What follows belongs to an exercise in optimizing a design on an open flow for small area and a short achievable clock period; a production flow would make more cautious choices. Function was checked by simulation only, so behaviour that the tests miss may differ from the original. Power is estimated from default activity; no workload was simulated.

$ cat flow/standard.sh
#!/bin/bash
# synth_recipe.tcl (not shown) runs the flow's synth.tcl, then flattens the netlist and writes it again
# the make line also repeats each setting of config.mk as NAME=value (left out here)
make -C /OpenROAD-flow-scripts/flow DESIGN_CONFIG=/design/flow/config.mk WORK_HOME=/design/flow/orfs CLKGATE_MAP_FILE= SYNTH_SCRIPT=/design/flow/synth_recipe.tcl "${@:-finish}"
$ cat flow/flow/run.sh
#!/bin/bash
# The standard layout (standard.sh) with two changes:
#  - the port buffers are the smallest buffer cell, sky130_fd_sc_hd__buf_1;
#  - before floorplanning, flow/downsize.tcl gives each combinational cell its smallest
#    drive strength, so that timing repair upsizes only the cells that need it.
export BUFFER_PORTS_ARGS="-buffer_cell sky130_fd_sc_hd__buf_1"
export PRE_FLOORPLAN_TCL="$PWD/flow/downsize.tcl"
bash standard.sh > standard_run.log 2>&1
$ cat flow/constraint.sdc
create_clock -name core_clock -period 10.0 [get_ports {clk}]
set_input_delay 2.0000 -clock core_clock [delete_from_list [all_inputs] [get_ports {clk}]]
set_output_delay 2.0000 -clock core_clock [all_outputs]
set_load 0.01 [all_outputs]
$ cat flow/config.mk
export PLATFORM = sky130hd
export DESIGN_NAME = diffeq_fu_core
export DESIGN_NICKNAME = diffeq_fu_core
export VERILOG_FILES = /design/flow/design.v
export SDC_FILE = /design/flow/constraint.sdc
export NUM_CORES = 4
export LEC_CHECK = 0
export CAP_MARGIN = 0
export CORE_MARGIN = 2
export CORE_UTILIZATION = 40
export SETUP_SLACK_MARGIN = 1.8
export SLEW_MARGIN = 0
export SYNTH_HIERARCHICAL = 1
export SYNTH_MINIMUM_KEEP_SIZE = 0
$ cat flow/flow/downsize.tcl
# Before floorplanning: give every combinational cell the smallest drive strength of its
# function; the timing repair later upsizes only the cells that need it.
set n 0
foreach inst [get_cells *] {
  set m [get_property $inst ref_name]
  if { ![regexp {^(sky130_fd_sc_hd__[a-z0-9]+)_([0-9]+)$} $m -> base sz] } { continue }
  if { [regexp {df|dl|sdf|edf|conb|fa$|ha$|tap|fill|decap|clkbuf|buf$|bufbuf|dly|clkinv} $base] } { continue }
  set best $m
  set best_area [get_property [get_lib_cells */$m] area]
  foreach alt [get_lib_cells */${base}_*] {
    set an [get_name $alt]
    if { ![regexp "^${base}_\[0-9\]+\$" $an] } { continue }
    if { [get_property $alt dont_use] } { continue }
    set a [get_property $alt area]
    if { $a < $best_area } { set best $an; set best_area $a }
  }
  if { $best ne $m } {
    replace_cell $inst $best
    incr n
  }
}
puts "downsize.tcl: resized $n instances to their smallest drive"
$ cat flow/design.v
package diffeq_pkg;
    localparam int unsigned DEFAULT_WIDTH = 16;
    localparam logic MODE_ADD = 1'b0;
    localparam logic MODE_SUB = 1'b1;
endpackage
module diffeq_fa (
    input  logic a, b, c,
    output logic s, co
);
    assign s  = a ^ b ^ c;
    assign co = (a & b) | (a & c) | (b & c);
endmodule
module diffeq_ha (
    input  logic a, b,
    output logic s, co
);
    assign s  = a ^ b;
    assign co = a & b;
endmodule
module diffeq_xnor (
    input  logic a, b,
    output logic y
);
    assign y = ~(a ^ b);
endmodule
module multiplier
#(
    parameter int unsigned IN_WIDTH = diffeq_pkg::DEFAULT_WIDTH
) (
    input  logic signed [IN_WIDTH-1:0] in1,
    input  logic signed [IN_WIDTH-1:0] in2,
    output logic signed [IN_WIDTH-1:0] out,
    output logic                       ovf
);
    logic [15:0] a, b;
    logic [15:0] x, y, p;
    logic [16:1] ta, tb;
    logic        fits17;
    logic s0;
    logic c0;
    logic s1;
    logic c1;
    logic s2;
    logic c2;
    logic s3;
    logic c3;
    logic s4;
    logic c4;
    logic s5;
    logic c5;
    logic s6;
    logic c6;
    logic s7;
    logic c7;
    logic s8;
    logic c8;
    logic s9;
    logic c9;
    logic s10;
    logic c10;
    logic s11;
    logic c11;
    logic s12;
    logic c12;
    logic s13;
    logic c13;
    logic s14;
    logic c14;
    logic s15;
    logic c15;
    logic s16;
    logic c16;
    logic s17;
    logic c17;
    logic s18;
    logic c18;
    logic s19;
    logic c19;
    logic s20;
    logic c20;
    logic s21;
    logic c21;
    logic s22;
    logic c22;
    logic s23;
    logic c23;
    logic s24;
    logic c24;
    logic s25;
    logic c25;
    logic s26;
    logic c26;
    logic s27;
    logic c27;
    logic s28;
    logic c28;
    logic s29;
    logic c29;
    logic s30;
    logic c30;
    logic s31;
    logic c31;
    logic s32;
    logic c32;
    logic s33;
    logic c33;
    logic s34;
    logic c34;
    logic s35;
    logic c35;
    logic s36;
    logic c36;
    logic s37;
    logic c37;
    logic s38;
    logic c38;
    logic s39;
    logic c39;
    logic s40;
    logic c40;
    logic s41;
    logic c41;
    logic s42;
    logic c42;
    logic s43;
    logic c43;
    logic s44;
    logic c44;
    logic s45;
    logic c45;
    logic s46;
    logic c46;
    logic s47;
    logic c47;
    logic s48;
    logic c48;
    logic s49;
    logic c49;
    logic s50;
    logic c50;
    logic s51;
    logic c51;
    logic s52;
    logic c52;
    logic s53;
    logic c53;
    logic s54;
    logic c54;
    logic s55;
    logic c55;
    logic s56;
    logic c56;
    logic s57;
    logic c57;
    logic s58;
    logic c58;
    logic s59;
    logic c59;
    logic s60;
    logic c60;
    logic s61;
    logic c61;
    logic s62;
    logic c62;
    logic s63;
    logic c63;
    logic s64;
    logic c64;
    logic s65;
    logic c65;
    logic s66;
    logic c66;
    logic s67;
    logic c67;
    logic s68;
    logic c68;
    logic s69;
    logic c69;
    logic s70;
    logic c70;
    logic s71;
    logic c71;
    logic s72;
    logic c72;
    logic s73;
    logic c73;
    logic s74;
    logic c74;
    logic s75;
    logic c75;
    logic s76;
    logic c76;
    logic s77;
    logic c77;
    logic s78;
    logic c78;
    logic s79;
    logic c79;
    logic s80;
    logic c80;
    logic s81;
    logic c81;
    logic s82;
    logic c82;
    logic s83;
    logic c83;
    logic s84;
    logic c84;
    logic s85;
    logic c85;
    logic s86;
    logic c86;
    logic s87;
    logic c87;
    logic s88;
    logic c88;
    logic s89;
    logic c89;
    logic s90;
    logic c90;
    logic s91;
    logic c91;
    logic s92;
    logic c92;
    logic s93;
    logic c93;
    logic s94;
    logic c94;
    logic s95;
    logic c95;
    logic s96;
    logic c96;
    logic s97;
    logic c97;
    logic s98;
    logic c98;
    logic s99;
    logic c99;
    logic s100;
    logic c100;
    logic s101;
    logic c101;
    logic s102;
    logic c102;
    logic s103;
    logic c103;
    logic s104;
    logic c104;
    assign a = in1;
    assign b = in2;
    diffeq_xnor u_hx1 (.a(~(a[0] & b[13])), .b(~(a[1] & b[12])), .y(s0));
    assign c0 = ~(a[0] & b[13]) | ~(a[1] & b[12]);
    diffeq_fa u_fa2 (.a(~(a[0] & b[14])), .b(~(a[1] & b[13])), .c(~(a[2] & b[12])), .s(s1), .co(c1));
    diffeq_xnor u_hx3 (.a(~(a[3] & b[11])), .b(~(a[4] & b[10])), .y(s2));
    assign c2 = ~(a[3] & b[11]) | ~(a[4] & b[10]);
    diffeq_fa u_fa4 (.a(~(a[0] & b[15])), .b(~(a[1] & b[14])), .c(~(a[2] & b[13])), .s(s3), .co(c3));
    diffeq_fa u_fa5 (.a(~(a[3] & b[12])), .b(~(a[4] & b[11])), .c(~(a[5] & b[10])), .s(s4), .co(c4));
    diffeq_xnor u_hx6 (.a(~(a[6] & b[9])), .b(~(a[7] & b[8])), .y(s5));
    assign c5 = ~(a[6] & b[9]) | ~(a[7] & b[8]);
    diffeq_xnor u_hx7 (.a(~(a[0] & b[9])), .b(~(a[1] & b[8])), .y(s6));
    assign c6 = ~(a[0] & b[9]) | ~(a[1] & b[8]);
    diffeq_fa u_fa8 (.a(~(a[0] & b[10])), .b(~(a[1] & b[9])), .c(~(a[2] & b[8])), .s(s7), .co(c7));
    diffeq_xnor u_hx9 (.a(~(a[3] & b[7])), .b(~(a[4] & b[6])), .y(s8));
    assign c8 = ~(a[3] & b[7]) | ~(a[4] & b[6]);
    diffeq_fa u_fa10 (.a(~(a[0] & b[11])), .b(~(a[1] & b[10])), .c(~(a[2] & b[9])), .s(s9), .co(c9));
    diffeq_fa u_fa11 (.a(~(a[3] & b[8])), .b(~(a[4] & b[7])), .c(~(a[5] & b[6])), .s(s10), .co(c10));
    diffeq_xnor u_hx12 (.a(~(a[6] & b[5])), .b(~(a[7] & b[4])), .y(s11));
    assign c11 = ~(a[6] & b[5]) | ~(a[7] & b[4]);
    diffeq_fa u_fa13 (.a(~(a[0] & b[12])), .b(~(a[1] & b[11])), .c(~(a[2] & b[10])), .s(s12), .co(c12));
    diffeq_fa u_fa14 (.a(~(a[3] & b[9])), .b(~(a[4] & b[8])), .c(~(a[5] & b[7])), .s(s13), .co(c13));
    diffeq_fa u_fa15 (.a(~(a[6] & b[6])), .b(~(a[7] & b[5])), .c(~(a[8] & b[4])), .s(s14), .co(c14));
    diffeq_xnor u_hx16 (.a(~(a[9] & b[3])), .b(~(a[10] & b[2])), .y(s15));
    assign c15 = ~(a[9] & b[3]) | ~(a[10] & b[2]);
    diffeq_fa u_fa17 (.a(~(a[2] & b[11])), .b(~(a[3] & b[10])), .c(~(a[4] & b[9])), .s(s16), .co(c16));
    diffeq_fa u_fa18 (.a(~(a[5] & b[8])), .b(~(a[6] & b[7])), .c(~(a[7] & b[6])), .s(s17), .co(c17));
    diffeq_fa u_fa19 (.a(~(a[8] & b[5])), .b(~(a[9] & b[4])), .c(~(a[10] & b[3])), .s(s18), .co(c18));
    diffeq_fa u_fa20 (.a(~(a[11] & b[2])), .b(~(a[12] & b[1])), .c(~(a[13] & b[0])), .s(s19), .co(c19));
    diffeq_fa u_fa21 (.a(~(a[5] & b[9])), .b(~(a[6] & b[8])), .c(~(a[7] & b[7])), .s(s20), .co(c20));
    diffeq_fa u_fa22 (.a(~(a[8] & b[6])), .b(~(a[9] & b[5])), .c(~(a[10] & b[4])), .s(s21), .co(c21));
    diffeq_fa u_fa23 (.a(~(a[11] & b[3])), .b(~(a[12] & b[2])), .c(~(a[13] & b[1])), .s(s22), .co(c22));
    diffeq_fa u_fa24 (.a(~(a[14] & b[0])), .b(c0), .c(s2), .s(s23), .co(c23));
    diffeq_fa u_fa25 (.a(~(a[8] & b[7])), .b(~(a[9] & b[6])), .c(~(a[10] & b[5])), .s(s24), .co(c24));
    diffeq_fa u_fa26 (.a(~(a[11] & b[4])), .b(~(a[12] & b[3])), .c(~(a[13] & b[2])), .s(s25), .co(c25));
    diffeq_fa u_fa27 (.a(~(a[14] & b[1])), .b(~(a[15] & b[0])), .c(c2), .s(s26), .co(c26));
    diffeq_fa u_fa28 (.a(s5), .b(c1), .c(s3), .s(s27), .co(c27));
    diffeq_xnor u_hx29 (.a(~(a[0] & b[6])), .b(~(a[1] & b[5])), .y(s28));
    assign c28 = ~(a[0] & b[6]) | ~(a[1] & b[5]);
    diffeq_fa u_fa30 (.a(~(a[0] & b[7])), .b(~(a[1] & b[6])), .c(~(a[2] & b[5])), .s(s29), .co(c29));
    diffeq_xnor u_hx31 (.a(~(a[3] & b[4])), .b(~(a[4] & b[3])), .y(s30));
    assign c30 = ~(a[3] & b[4]) | ~(a[4] & b[3]);
    diffeq_fa u_fa32 (.a(~(a[0] & b[8])), .b(~(a[1] & b[7])), .c(~(a[2] & b[6])), .s(s31), .co(c31));
    diffeq_fa u_fa33 (.a(~(a[3] & b[5])), .b(~(a[4] & b[4])), .c(~(a[5] & b[3])), .s(s32), .co(c32));
    diffeq_xnor u_hx34 (.a(~(a[6] & b[2])), .b(~(a[7] & b[1])), .y(s33));
    assign c33 = ~(a[6] & b[2]) | ~(a[7] & b[1]);
    diffeq_fa u_fa35 (.a(~(a[2] & b[7])), .b(~(a[3] & b[6])), .c(~(a[4] & b[5])), .s(s34), .co(c34));
    diffeq_fa u_fa36 (.a(~(a[5] & b[4])), .b(~(a[6] & b[3])), .c(~(a[7] & b[2])), .s(s35), .co(c35));
    diffeq_fa u_fa37 (.a(~(a[8] & b[1])), .b(~(a[9] & b[0])), .c(s6), .s(s36), .co(c36));
    diffeq_fa u_fa38 (.a(~(a[5] & b[5])), .b(~(a[6] & b[4])), .c(~(a[7] & b[3])), .s(s37), .co(c37));
    diffeq_fa u_fa39 (.a(~(a[8] & b[2])), .b(~(a[9] & b[1])), .c(~(a[10] & b[0])), .s(s38), .co(c38));
    diffeq_fa u_fa40 (.a(c6), .b(s8), .c(s7), .s(s39), .co(c39));
    diffeq_fa u_fa41 (.a(~(a[8] & b[3])), .b(~(a[9] & b[2])), .c(~(a[10] & b[1])), .s(s40), .co(c40));
    diffeq_fa u_fa42 (.a(~(a[11] & b[0])), .b(c8), .c(s11), .s(s41), .co(c41));
    diffeq_fa u_fa43 (.a(c7), .b(s9), .c(s10), .s(s42), .co(c42));
    diffeq_fa u_fa44 (.a(~(a[11] & b[1])), .b(~(a[12] & b[0])), .c(c11), .s(s43), .co(c43));
    diffeq_fa u_fa45 (.a(s15), .b(c9), .c(c10), .s(s44), .co(c44));
    diffeq_fa u_fa46 (.a(s12), .b(s13), .c(s14), .s(s45), .co(c45));
    diffeq_fa u_fa47 (.a(c15), .b(s0), .c(c12), .s(s46), .co(c46));
    diffeq_fa u_fa48 (.a(c13), .b(c14), .c(s16), .s(s47), .co(c47));
    diffeq_fa u_fa49 (.a(s17), .b(s18), .c(s19), .s(s48), .co(c48));
    diffeq_fa u_fa50 (.a(c16), .b(c17), .c(c18), .s(s49), .co(c49));
    diffeq_fa u_fa51 (.a(c19), .b(s20), .c(s21), .s(s50), .co(c50));
    diffeq_fa u_fa52 (.a(s22), .b(s1), .c(s23), .s(s51), .co(c51));
    diffeq_fa u_fa53 (.a(c20), .b(c21), .c(c22), .s(s52), .co(c52));
    diffeq_fa u_fa54 (.a(s24), .b(s25), .c(s4), .s(s53), .co(c53));
    diffeq_fa u_fa55 (.a(c23), .b(s26), .c(s27), .s(s54), .co(c54));
    diffeq_xnor u_hx56 (.a(~(a[0] & b[4])), .b(~(a[1] & b[3])), .y(s55));
    assign c55 = ~(a[0] & b[4]) | ~(a[1] & b[3]);
    diffeq_fa u_fa57 (.a(~(a[0] & b[5])), .b(~(a[1] & b[4])), .c(~(a[2] & b[3])), .s(s56), .co(c56));
    diffeq_xnor u_hx58 (.a(~(a[3] & b[2])), .b(~(a[4] & b[1])), .y(s57));
    assign c57 = ~(a[3] & b[2]) | ~(a[4] & b[1]);
    diffeq_fa u_fa59 (.a(~(a[2] & b[4])), .b(~(a[3] & b[3])), .c(~(a[4] & b[2])), .s(s58), .co(c58));
    diffeq_fa u_fa60 (.a(~(a[5] & b[1])), .b(~(a[6] & b[0])), .c(s28), .s(s59), .co(c59));
    diffeq_fa u_fa61 (.a(~(a[5] & b[2])), .b(~(a[6] & b[1])), .c(~(a[7] & b[0])), .s(s60), .co(c60));
    diffeq_fa u_fa62 (.a(c28), .b(s30), .c(s29), .s(s61), .co(c61));
    diffeq_fa u_fa63 (.a(~(a[8] & b[0])), .b(c30), .c(s33), .s(s62), .co(c62));
    diffeq_fa u_fa64 (.a(c29), .b(s31), .c(s32), .s(s63), .co(c63));
    diffeq_fa u_fa65 (.a(c33), .b(c31), .c(c32), .s(s64), .co(c64));
    diffeq_fa u_fa66 (.a(s34), .b(s35), .c(s36), .s(s65), .co(c65));
    diffeq_fa u_fa67 (.a(c34), .b(c35), .c(s37), .s(s66), .co(c66));
    diffeq_fa u_fa68 (.a(s38), .b(c36), .c(s39), .s(s67), .co(c67));
    diffeq_fa u_fa69 (.a(c37), .b(c38), .c(s40), .s(s68), .co(c68));
    diffeq_fa u_fa70 (.a(s41), .b(c39), .c(s42), .s(s69), .co(c69));
    diffeq_fa u_fa71 (.a(c40), .b(c41), .c(s43), .s(s70), .co(c70));
    diffeq_fa u_fa72 (.a(c42), .b(s44), .c(s45), .s(s71), .co(c71));
    diffeq_fa u_fa73 (.a(c43), .b(c44), .c(c45), .s(s72), .co(c72));
    diffeq_fa u_fa74 (.a(s46), .b(s47), .c(s48), .s(s73), .co(c73));
    diffeq_fa u_fa75 (.a(c46), .b(c47), .c(c48), .s(s74), .co(c74));
    diffeq_fa u_fa76 (.a(s49), .b(s50), .c(s51), .s(s75), .co(c75));
    diffeq_fa u_fa77 (.a(c49), .b(c50), .c(s52), .s(s76), .co(c76));
    diffeq_fa u_fa78 (.a(s53), .b(c51), .c(s54), .s(s77), .co(c77));
    diffeq_xnor u_hx79 (.a(~(a[0] & b[3])), .b(~(a[1] & b[2])), .y(s78));
    assign c78 = ~(a[0] & b[3]) | ~(a[1] & b[2]);
    diffeq_fa u_fa80 (.a(~(a[2] & b[2])), .b(~(a[3] & b[1])), .c(~(a[4] & b[0])), .s(s79), .co(c79));
    diffeq_fa u_fa81 (.a(~(a[5] & b[0])), .b(c55), .c(s57), .s(s80), .co(c80));
    diffeq_fa u_fa82 (.a(c57), .b(c56), .c(s58), .s(s81), .co(c81));
    diffeq_fa u_fa83 (.a(c58), .b(s60), .c(c59), .s(s82), .co(c82));
    diffeq_fa u_fa84 (.a(c60), .b(s62), .c(c61), .s(s83), .co(c83));
    diffeq_fa u_fa85 (.a(c62), .b(c63), .c(s64), .s(s84), .co(c84));
    diffeq_fa u_fa86 (.a(c64), .b(s66), .c(c65), .s(s85), .co(c85));
    diffeq_fa u_fa87 (.a(c66), .b(s68), .c(c67), .s(s86), .co(c86));
    diffeq_fa u_fa88 (.a(c68), .b(s70), .c(c69), .s(s87), .co(c87));
    diffeq_fa u_fa89 (.a(c70), .b(c71), .c(s72), .s(s88), .co(c88));
    diffeq_fa u_fa90 (.a(c72), .b(c73), .c(s74), .s(s89), .co(c89));
    diffeq_fa u_fa91 (.a(c74), .b(s76), .c(c75), .s(s90), .co(c90));
    diffeq_xnor u_hx92 (.a(~(a[0] & b[2])), .b(~(a[1] & b[1])), .y(s91));
    assign c91 = ~(a[0] & b[2]) | ~(a[1] & b[1]);
    diffeq_fa u_fa93 (.a(~(a[2] & b[1])), .b(~(a[3] & b[0])), .c(s78), .s(s92), .co(c92));
    diffeq_fa u_fa94 (.a(c78), .b(s55), .c(s79), .s(s93), .co(c93));
    diffeq_fa u_fa95 (.a(c79), .b(s56), .c(s80), .s(s94), .co(c94));
    diffeq_fa u_fa96 (.a(c80), .b(s59), .c(s81), .s(s95), .co(c95));
    diffeq_fa u_fa97 (.a(c81), .b(s61), .c(s82), .s(s96), .co(c96));
    diffeq_fa u_fa98 (.a(s63), .b(c82), .c(s83), .s(s97), .co(c97));
    diffeq_fa u_fa99 (.a(s65), .b(c83), .c(s84), .s(s98), .co(c98));
    diffeq_fa u_fa100 (.a(c84), .b(s67), .c(s85), .s(s99), .co(c99));
    diffeq_fa u_fa101 (.a(s69), .b(c85), .c(s86), .s(s100), .co(c100));
    diffeq_fa u_fa102 (.a(s71), .b(c86), .c(s87), .s(s101), .co(c101));
    diffeq_fa u_fa103 (.a(s73), .b(c87), .c(s88), .s(s102), .co(c102));
    diffeq_fa u_fa104 (.a(s75), .b(c88), .c(s89), .s(s103), .co(c103));
    diffeq_fa u_fa105 (.a(c89), .b(s77), .c(s90), .s(s104), .co(c104));
    assign x = {c103, c102, c101, c100, c99, c98, c97, c96, c95, c94, c93, c92, c91, s91, ~(a[0] & b[1]), ~(a[0] & b[0])};
    assign y = {s104, s103, s102, s101, s100, s99, s98, s97, s96, s95, s94, s93, s92, ~(a[2] & b[0]), ~(a[1] & b[0]), 1'b1};
    assign p = ~(x + y + 16'd1);
    assign out = p[15:0];
    assign ta[16] = 1'b1;
    assign tb[16] = 1'b1;
    genvar k;
    for (k = 1; k < 16; k++) begin : g_fit
        assign ta[k] = ta[k+1] & (a[k-1] == a[15]);
        assign tb[k] = tb[k+1] & (b[k-1] == b[15]);
    end
    assign fits17 = ta[2] | tb[2] | (ta[3] & tb[15]) | (ta[4] & tb[14]) | (ta[5] & tb[13]) | (ta[6] & tb[12]) | (ta[7] & tb[11]) | (ta[8] & tb[10]) | (ta[9] & tb[9]) | (ta[10] & tb[8]) | (ta[11] & tb[7]) | (ta[12] & tb[6]) | (ta[13] & tb[5]) | (ta[14] & tb[4]) | (ta[15] & tb[3]);
    assign ovf = !fits17 || ((p == 16'd0) ? (a[15] & b[15]) : (p[15] ^ a[15] ^ b[15]));
endmodule
module adder_subtractor
#(
    parameter int unsigned WIDTH = diffeq_pkg::DEFAULT_WIDTH
) (
    input  logic signed [WIDTH-1:0] in1,
    input  logic signed [WIDTH-1:0] in2,
    input  logic                    mode,
    output logic signed [WIDTH-1:0] out,
    output logic                    ovf
);
    localparam int unsigned H = WIDTH / 2;
    logic             sub;
    logic [WIDTH-1:0] a, b;
    logic [H:0]       cl;
    logic [WIDTH-1:H] s0, s1;
    logic [WIDTH:H]   c0, c1;
    assign sub = (mode == diffeq_pkg::MODE_SUB);
    assign a   = in1;
    assign b   = in2 ^ {WIDTH{sub}};
    assign cl[0] = sub;
    for (genvar i = 0; i < H; i++) begin : g_lo
        diffeq_fa u_fa (.a(a[i]), .b(b[i]), .c(cl[i]), .s(out[i]), .co(cl[i+1]));
    end
    assign c0[H] = 1'b0;
    assign c1[H] = 1'b1;
    for (genvar i = H; i < WIDTH; i++) begin : g_hi
        if (i == H) begin : g_first
            diffeq_ha   u_h0 (.a(a[i]), .b(b[i]), .s(s0[i]), .co(c0[i+1]));
            diffeq_xnor u_h1 (.a(a[i]), .b(b[i]), .y(s1[i]));
            assign c1[i+1] = a[i] | b[i];
        end else begin : g_rest
            diffeq_fa u_f0 (.a(a[i]), .b(b[i]), .c(c0[i]), .s(s0[i]), .co(c0[i+1]));
            diffeq_fa u_f1 (.a(a[i]), .b(b[i]), .c(c1[i]), .s(s1[i]), .co(c1[i+1]));
        end
    end
    assign out[WIDTH-1:H] = cl[H] ? s1 : s0;
    assign ovf = (a[WIDTH-1] == b[WIDTH-1]) && (out[WIDTH-1] != a[WIDTH-1]);
endmodule
module diffeq_fu_core
#(
    parameter int unsigned WIDTH = diffeq_pkg::DEFAULT_WIDTH
) (
    input  logic                    clk,
    input  logic                    reset,
    input  logic                    en,
    input  logic signed [WIDTH-1:0] v1,
    input  logic signed [WIDTH-1:0] v2,
    input  logic signed [WIDTH-1:0] v3,
    input  logic signed [WIDTH-1:0] v4,
    input  logic signed [WIDTH-1:0] v5,
    input  logic signed [WIDTH-1:0] v6,
    input  logic                    mode,
    output logic signed [WIDTH-1:0] w1,
    output logic signed [WIDTH-1:0] w2,
    output logic signed [WIDTH-1:0] w3,
    output logic signed [WIDTH-1:0] r1,
    output logic signed [WIDTH-1:0] r2,
    output logic signed [WIDTH-1:0] r3,
    output logic                    ovf1,
    output logic                    ovf2,
    output logic                    ovf3,
    output logic                    valid
);
    logic m1_ovf, m2_ovf, a1_ovf;
    logic signed [WIDTH-1:0] r1_d, r1_q;
    logic signed [WIDTH-1:0] r2_d, r2_q;
    logic signed [WIDTH-1:0] r3_d, r3_q;
    logic                    ovf1_d, ovf1_q;
    logic                    ovf2_d, ovf2_q;
    logic                    ovf3_d, ovf3_q;
    logic                    valid_d, valid_q;
    multiplier #(.IN_WIDTH(WIDTH)) u_m1 (
        .in1 (v1),
        .in2 (v2),
        .out (w1),
        .ovf (m1_ovf)
    );
    multiplier #(.IN_WIDTH(WIDTH)) u_m2 (
        .in1 (v3),
        .in2 (v4),
        .out (w2),
        .ovf (m2_ovf)
    );
    adder_subtractor #(.WIDTH(WIDTH)) u_a1 (
        .in1  (v5),
        .in2  (v6),
        .mode (mode),
        .out  (w3),
        .ovf  (a1_ovf)
    );
    always_comb begin
        r1_d    = r1_q;
        r2_d    = r2_q;
        r3_d    = r3_q;
        ovf1_d  = ovf1_q;
        ovf2_d  = ovf2_q;
        ovf3_d  = ovf3_q;
        valid_d = 1'b0;
        if (en) begin
            r1_d    = w1;
            r2_d    = w2;
            r3_d    = w3;
            ovf1_d  = m1_ovf;
            ovf2_d  = m2_ovf;
            ovf3_d  = a1_ovf;
            valid_d = 1'b1;
        end
    end
    always_ff @(posedge clk or posedge reset) begin
        if (reset) begin
            r1_q    <= '0;
            r2_q    <= '0;
            r3_q    <= '0;
            ovf1_q  <= 1'b0;
            ovf2_q  <= 1'b0;
            ovf3_q  <= 1'b0;
            valid_q <= 1'b0;
        end else begin
            r1_q    <= r1_d;
            r2_q    <= r2_d;
            r3_q    <= r3_d;
            ovf1_q  <= ovf1_d;
            ovf2_q  <= ovf2_d;
            ovf3_q  <= ovf3_d;
            valid_q <= valid_d;
        end
    end
    assign r1    = r1_q;
    assign r2    = r2_q;
    assign r3    = r3_q;
    assign ovf1  = ovf1_q;
    assign ovf2  = ovf2_q;
    assign ovf3  = ovf3_q;
    assign valid = valid_q;
endmodule
==> out/summary.txt, run 1 <==
Status -> complete, no violations
Number of global-route vias before repair -> 8480
Die ar. -> 27400 um^2
FP Rows -> 59
Post-DP HPWL -> 22700 um
Final count of hold timing violations -> 0
Hold-fix buffers at CTS -> 0
Final min period -> 8.07 ns
Relative slew slack -> 0.537
Pins over their slew limit -> 0
Drt drc -> 0
Critical-path maximum fanout -> 17
Fmax -> 0.124 GHz
Pwr Density -> 349 nW/um^2
Core area -> 25800 um^2
DR WL/cell -> 18.7 um
Vias -> 8603
Clock Skew -> 0 ns
CTS root buf -> clkbuf_16
Gpl congestion -> 0.912
CP startpoint kind -> input pin
Tcrit/Tclk final -> 0.807
Comb power frac -> 0.868
Initial antenna violation count -> 1
Clock latency (worst-skew pair) -> 0.29 ns
Number of top-level pins -> 200
Die X -> 166 um
Global route overflow -> 0
Die Span Y -> 166 um
Cell Int Power -> 1950 uW
Largest net degree at the start of global routing -> 53
Syn. warnings -> 7
Hold_ws -> 0.483 ns
Flop pwr share -> 0.083
Num Clock Sinks -> 52
Slowest cell on the critical path -> fa_2
RSZ-0062 raised after global routing -> yes
GRT Resource Usage Total -> 0.212
Longest Clk Path Bufs -> 2
CTS tree -> done
Wirelength, routed -> 29500 um
Largest vdd supply drop -> 314 uV
Sw power -> 2260 uW
Initial DRC count -> 663
Worst endpoint data arrival time -> 6.07 ns
Leak -> 0.00441 uW
CP Cell Sequence -> buf_1, buf_6, xor2_1, fa_1, fa_1, fa_1, fa_2, fa_1, fa_2, fa_2, fa_2, mux2_4, buf_1
Kind of critical path -> in2out
Clk pwr share -> 0.049
IO buf count -> 199
Setup Viol. Count Final -> 0
Switching Fraction -> 0.537
First-pass GRT wire length -> 45400 um
Syn_nets -> 1424
N_diodes -> 0
Critical path data required time -> 8.00 ns
Clk slew on worst S/H paths -> 0.07 ns
Antenna Violating Nets Remaining -> 0
Max-Cap Viols -> 0
Critical Path Max Stage Delay -> 0.46 ns
Worst hold path type -> reg2reg
Worst Setup End Kind -> output pin
Starting Density -> 0.404
Htree depth -> 2
Share of layout cells above drive strength 1 -> 0.111
Fin Setup TNS -> 0 ns
Cells after Synth -> 1089
Slew at the pin with the worst max-slew slack -> 0.695 ns
Routed vias/inst -> 5.46
Detailed Routing Iterations Pass 1 -> 5
Total CTS buffers -> 5
Nets -> 1574
==> layout make-up <==
cell class	count	area [um^2]
repair buffers	230	1210
well taps	335	419
flip-flops and latches	52	1300
clock buffers	7	153
fillers	2461	13800
multi-input cells	924	8830
clock inverters	1	30.0
inverters	26	97.6
==> power groups by stage <==
stage | logic, uW | clock network [uW] | registers, uW
2_1_floorplan | 2170 | 0 | 387
3_3_place_gp | 3120 | 0 | 347
3_5_place_dp | 3160 | 0 | 352
4_1_cts | 3350 | 214 | 348
5_1_grt | 4070 | 221 | 359
6_report | 3650 | 207 | 347
==> cell usage in the layout, fill, tap and decap left out, types with 18 or more instances in the layout <==
cell type and n:
buf_1 150, nand4_1 34, dfrtp_1 52, inv_1 25
a21oi_1 25, buf_4 23, mux2_1 50, fa_1 199
xnor2_1 45, nand2_1 283, nor2_1 23, ha_1 24
buf_2 18, xor2_1 37
==> registers in the layout, indices dropped and copies added, names as in the netlist <==
| name | flops |
|---|---|
| r1_q | 16 |
| r2_q | 16 |
| r3_q | 16 |
| ovf1_q | 1 |
| ovf2_q | 1 |
| ovf3_q | 1 |
| valid_q | 1 |
==> metrics by stage <==
stage	setup WS, ns	total power [uW]	cell area, um^2	utilization	cells
global route	1.76	4650	12000	0.466	1575
CTS	1.80	3910	11700	0.453	1569
floorplan	1.84	2560	10400	-	1089
global placement	1.31	3470	11300	0.438	1556
detailed placement	1.19	3510	11300	0.438	1556
finish	1.93	4210	12000	0.466	1575
==> metal layers <==
layer  global-route usage  part of all wire
met3               0.0280             0.077
met5                    0           0.00041
met2                0.349              0.46
met1                0.299              0.45
met4               0.0486             0.014
==> repair_timing <==
action / in CTS / in global routing
pin swaps: 5 / 19
buffers inserted: 4 / 5
gates resized for setup: 73 / 90
gates cloned: 1 / 1
setup endpoints to repair: 16 / 15
==> worst max-delay path: cells and delay by family <==
kind       cells  cell delay, ns
fa+ha+maj      8            3.14
mux            1            0.35
xor+xnor       1            0.19
buf+inv        3            0.39
==> final timing paths <==
check                          from  endpoint  slack [ns]  cells past startpoint
max reg2reg                 r2_q[5]   r2_q[5]        9.17                      1
min reg2reg                r1_q[10]  r1_q[10]        0.48                      1
max                            mode    w3[14]        1.93                     13
min in group asynchronous     reset  r1_q[11]        1.86                      3
max in group asynchronous     reset   r2_q[4]        7.67                      3
min                        r1_q[10]  r1_q[10]        0.48                      1
==> inputs of run 2 (changes only) <==
--- a/flow/config.mk
+++ b/flow/config.mk
@@ -10,3 +10,3 @@
 export CORE_UTILIZATION = 40
-export SETUP_SLACK_MARGIN = 1.8
+export SETUP_SLACK_MARGIN = 1.4
 export SLEW_MARGIN = 0
==> run 2 against run 1 <==
Highest routed layer is now met4. Utilization is 1.8 points lower. Synthesized cell count stayed put. Combinational power is 12% lower. Still clean. Design area is 3.8% lower. Clock skew stayed put. Critical path type unchanged. Critical endpoint is now w2[14].
==> out/summary.txt, run 2 <==
Critical path data required time -> 8.00 ns
First-pass GRT wire length -> 44500 um
Filler Cells Inserted -> 2541
Die ar. -> 27400 um^2
Wirelength, routed -> 28600 um
Most frequent cells in the layout -> 285 x nand2_1, 205 x fa_1, 164 x buf_1
Most common cell after layout, fill and taps aside -> nand2_1
Worst endpoint data arrival time -> 6.36 ns
Starting Density -> 0.404
Top Registers -> r1_q x16, r2_q x16, r3_q x16
Critical-path maximum fanout -> 22
Pins over their slew limit -> 0
Post-DP HPWL -> 23000 um
Reg2reg path depth -> 1
Routed vias/inst -> 5.42
Drt drc -> 0
Hold_ws -> 0.482 ns
Die X -> 166 um
Num Clock Sinks -> 52
Number of top-level pins -> 200
Met2 usage -> 0.346
Slew at the pin with the worst max-slew slack -> 1.01 ns
Nets -> 1564
Pwr Density -> 324 nW/um^2
IO buf count -> 199
CP startpoint kind -> input pin
Relative slew slack -> 0.330
Fin Setup TNS -> 0 ns
Clk slew on worst S/H paths -> 0.07 ns
Gpl congestion -> 0.830
Clock latency (worst-skew pair) -> 0.29 ns
Status -> complete, no violations
CTS root buf -> clkbuf_16
Initial antenna violation count -> 0
Fmax -> 0.120 GHz
Core area -> 25800 um^2
Worst hold path type -> reg2reg
Leak -> 0.00424 uW
DR WL/cell -> 18.3 um
Tcrit/Tclk final -> 0.836
Syn. warnings -> 7
Setup crit start -> v3[0]
Global routing's busiest layer -> met2
GR Util met1 -> 0.292
Setup slack, reg-to-reg -> 9.17 ns
GRT Resource Usage Total -> 0.208
Syn_nets -> 1424
Number of global-route vias before repair -> 8352
Largest net degree at the start of global routing -> 53
Cells after Synth -> 1089
CTS tree -> done
Total CTS buffers -> 5
Worst Setup End Kind -> output pin
Kind of critical path -> in2out
Final min period -> 8.36 ns
Area taken by multi-input logic gates -> 8630 um^2
Initial DRC count -> 581
Share of layout cells above drive strength 1 -> 0.0683
Global route overflow -> 0
Crit Reg-Reg Startpoint -> r3_q[7]
Final count of hold timing violations -> 0
Detailed Routing Iterations Pass 1 -> 5
FP Rows -> 59
Setup Viol. Count Final -> 0
Clock Skew -> 0 ns
RSZ-0062 raised after global routing -> no
Largest vdd supply drop -> 286 uV
N_diodes -> 0
Die Span Y -> 166 um
Sequential Area -> 1300 um^2
Longest Clk Path Bufs -> 2
Critical path destination -> w2[14]
Max-Cap Viols -> 0
Vias -> 8482
Antenna Violating Nets Remaining -> 0
Grt met3 use -> 0.0290
Htree depth -> 2
Reg2reg end -> r3_q[7]
[run 2: worst min path at each step]
stage / endpoint / start / cells after the start
2_1_floorplan: ovf1_q / ovf1_q / 1
3_3_place_gp: r2_q[6] / r2_q[6] / 1
3_5_place_dp: r3_q[9] / r3_q[9] / 1
4_1_cts: r3_q[9] / r3_q[9] / 1
5_1_grt: r1_q[2] / r1_q[2] / 1
6_report: r2_q[15] / r2_q[15] / 1
[run 2: layer usage]
layer  vias up  wire (um)
li1       3861          -
met1      4299      13000
met2       306      13400
met3        16       2020
met4         0        253
met5         -          0
[run 2: power by group]
part           internal (uW)  total (uW)  switching, uW
sequential               308         345           37.3
clock                    125         202           76.2
combinational           1230        3210           1980
total                   1660        3750           2090
[run 2: stage by stage]
| stage | worst slack [ns] | area, um^2 | power [uW] | std cells | utilization |
|---|---|---|---|---|---|
| global route | 1.40 | 11600 | 4190 | 1565 | 0.448 |
| finish | 1.64 | 11600 | 3750 | 1565 | 0.448 |
| CTS | 1.40 | 11500 | 3740 | 1565 | 0.446 |
| global placement | 1.30 | 11300 | 3490 | 1557 | 0.439 |
| floorplan | 1.78 | 10400 | 2560 | 1089 | - |
| detailed placement | 1.26 | 11300 | 3520 | 1557 | 0.439 |
[run 2: area by class of cell]
type / count / share of cell area
clock inverter: 2 / 0.00335
clock buffer: 6 / 0.0120
tap: 335 / 0.0362
sequential: 52 / 0.112
timing repair buffer: 220 / 0.0828
inverter: 26 / 0.00842
multi-input combinational: 924 / 0.745
[run 2: what timing repair did]
| action | 4_1_cts | 5_1_grt |
|---|---|---|
| endpoints found under the setup margin | 3 | 9 |
| endpoints found under the hold margin | 0 | 0 |
| gates resized for setup | 7 | 41 |
| hold buffers | 0 | 0 |
| cloned | 0 | 0 |
| setup buffers | 0 | 0 |
[run 2: critical path: stages]
cell,delay [ns]
buf_1,0.07
buf_4,0.26
nand2_1,0.12
fa_1,0.56
fa_1,0.43
fa_1,0.41
fa_1,0.51
fa_1,0.41
ha_1,0.33
and2_1,0.15
a311oi_1,0.41
a21oi_1,0.17
xor2_1,0.24
inv_1,0.12
buf_1,0.16
==> inputs of run 3 (changes only) <==
--- a/flow/config.mk
+++ b/flow/config.mk
@@ -10,3 +10,3 @@
 export CORE_UTILIZATION = 40
-export SETUP_SLACK_MARGIN = 1.4
+export SETUP_SLACK_MARGIN = 1.6
 export SLEW_MARGIN = 0
==> run 3 against run 2 <==
Total power up 5.4%. Worst hold slack about the same. Maximum frequency increased by 1.1%. Non-clock buffer count increased by 3. Cell count is 0.19% higher. Critical path type unchanged. Combinational power increased by 6%. Worst setup slack improved by 0.093 ns. First-iteration DRC count fell by 15%. Via count down 0.40%.
==> out/summary.txt, run 3 <==
Detailed Routing Iterations Pass 1 -> 5
RSZ-0062 raised after global routing -> yes
Sequential Area -> 1300 um^2
Routed vias/inst -> 5.39
Max-Cap Viols -> 0
Syn. warnings -> 7
Status -> complete, no violations
Finished Cell Area -> 11700 um^2
Pins over their slew limit -> 0
Final worst slack -> 1.74 ns
Die Span Y -> 166 um
Most frequent cells in the layout -> 285 x nand2_1, 204 x fa_1, 157 x buf_1
Syn_nets -> 1424
Antenna Violating Nets Remaining -> 0
Starting Density -> 0.404
Setup WS pre-CTS -> 1.26 ns
Final min period -> 8.26 ns
Most common cell after layout, fill and taps aside -> nand2_1
Htree depth -> 2
Kind of critical path -> in2out
Worst endpoint data arrival time -> 6.26 ns
Slew at the pin with the worst max-slew slack -> 1.02 ns
Clk slew on worst S/H paths -> 0.07 ns
Initial antenna violation count -> 0
Num Clock Sinks -> 52
Largest vdd supply drop -> 312 uV
Hold-fix buffers at CTS -> 0
Fin Setup TNS -> 0 ns
FP Rows -> 59
Share of layout cells above drive strength 1 -> 0.0811
Worst hold path type -> reg2reg
First-pass GRT wire length -> 44500 um
Most used cell, CP -> fa_1
CTS root buf -> clkbuf_16
Top Registers -> r1_q x16, r2_q x16, r3_q x16
Slowest cell on the critical path -> fa_2
Setup Viol. Count Final -> 0
CP Cell Sequence -> buf_1, buf_8, xor2_1, fa_1, fa_1, fa_1, fa_2, fa_1, fa_1, fa_1, fa_2, mux2i_4, inv_1, clkbuf_2
CP startpoint kind -> input pin
GRT Resource Usage Total -> 0.209
Clock Skew -> 0 ns
Clock latency (worst-skew pair) -> 0.29 ns
Tcrit/Tclk final -> 0.826
N_diodes -> 0
Post-DP HPWL -> 23000 um
Number of global-route vias before repair -> 8363
CTS tree -> done
Cells after Synth -> 1089
Total CTS buffers -> 5
Largest net degree at the start of global routing -> 53
Number of top-level pins -> 200
Core area -> 25800 um^2
Final count of hold timing violations -> 0
Nets -> 1567
Leak -> 0.00428 uW
CP bufs+invs -> 4
Fmax -> 0.121 GHz
Critical-path maximum fanout -> 17
Worst Setup End Kind -> output pin
DR WL/cell -> 18.4 um
Vias -> 8448
Placement Cell Area -> 11300 um^2
Area taken by multi-input logic gates -> 8680 um^2
Longest Clk Path Bufs -> 2
Pwr Density -> 339 nW/um^2
Die ar. -> 27400 um^2
IO buf count -> 199
Relative slew slack -> 0.318
Drt drc -> 0
Filler Cells Inserted -> 2530
CP top delay family -> adder cells
Critical path data required time -> 8.00 ns
Hold_ws -> 0.483 ns
Initial DRC count -> 496
Pwr Total -> 3960 uW
Critical Path Max Stage Delay -> 0.52 ns
Wirelength, routed -> 28900 um
Die X -> 166 um
Global route overflow -> 0
Gpl congestion -> 0.830
-- run 3: final cells by class --
class                   instances  area share
multi-input cells             924       0.742
flip-flops and latches         52       0.111
repair buffers                223      0.0872
well taps                     335      0.0359
clock buffers                   6      0.0119
inverters                      26     0.00835
clock inverters                 2     0.00332
-- run 3: repair_timing --
item | CTS | global route
pin swaps | 0 | 3
endpoints found under the setup margin | 10 | 11
resized for setup | 36 | 44
buffers inserted | 0 | 3
-- run 3: metal layers --
layer / routed length, um / up-vias / GRT usage
met1: 13100 / 4242 / 0.292
met2: 13500 / 327 / 0.346
li1: - / 3859 / -
met5: 0 / - / 0
met4: 277 / 0 / 0.0435
met3: 2090 / 20 / 0.0290
-- run 3: final timing paths --
path / from / end / slack, ns / cells after the start
worst max-delay path: mode / w3[15] / 1.74 / 14
worst min-delay path: r2_q[15] / r2_q[15] / 0.48 / 1
worst max register to register: r3_q[7] / r3_q[7] / 9.18 / 1
worst min register to register: r2_q[15] / r2_q[15] / 0.48 / 1
max in group asynchronous: reset / ovf2_q / 7.70 / 3
min in group asynchronous: reset / r1_q[4] / 1.85 / 3
-- run 3: power by group --
group          switching (uW)  internal [uW]  total [uW]
Sequential               37.1            308         345
Clock                    77.9            125         203
Combinational            2050           1360        3410
-- run 3: per-stage QoR --
| step | util | instances |
|---|---|---|
| 3_3_place_gp | 0.439 | 1557 |
| 2_1_floorplan | - | 1089 |
| 5_1_grt | 0.452 | 1568 |
| 3_5_place_dp | 0.439 | 1557 |
| 6_report | 0.452 | 1568 |
| 4_1_cts | 0.448 | 1565 |

static timing again, ports no longer ideal:
In the flow no input, the clock included, has a driving cell. The finished layouts below were timed again as built, in two steps. Step 1 assumes that a clkbuf_16 drives the clock port and a buf_2 every other input. Step 2 adds t to the input delays and takes it off the output delays; t is the mean of the earliest and latest rising clock arrival at the registers after step 1. Input paths then give back, and output paths get back, about the clock's delay inside the block. Slacks: no drivers / after step 1 / after step 2; pairs: no drivers / after step 1.
run	shift t [ns]	setup slack, ns	hold slack, ns
run 1	0.330	1.929 / 1.903 / 1.903	0.483 / 0.483 / 0.483
run 2	0.335	1.644 / 1.622 / 1.622	0.482 / 0.482 / 0.482
run 3	0.335	1.738 / 1.676 / 1.676	0.483 / 0.483 / 0.483
After both steps every run listed still meets setup and hold. For run 3, which loses most, drivers alone change the setup slack by -0.062 ns; drivers and shift together by -0.062 ns.
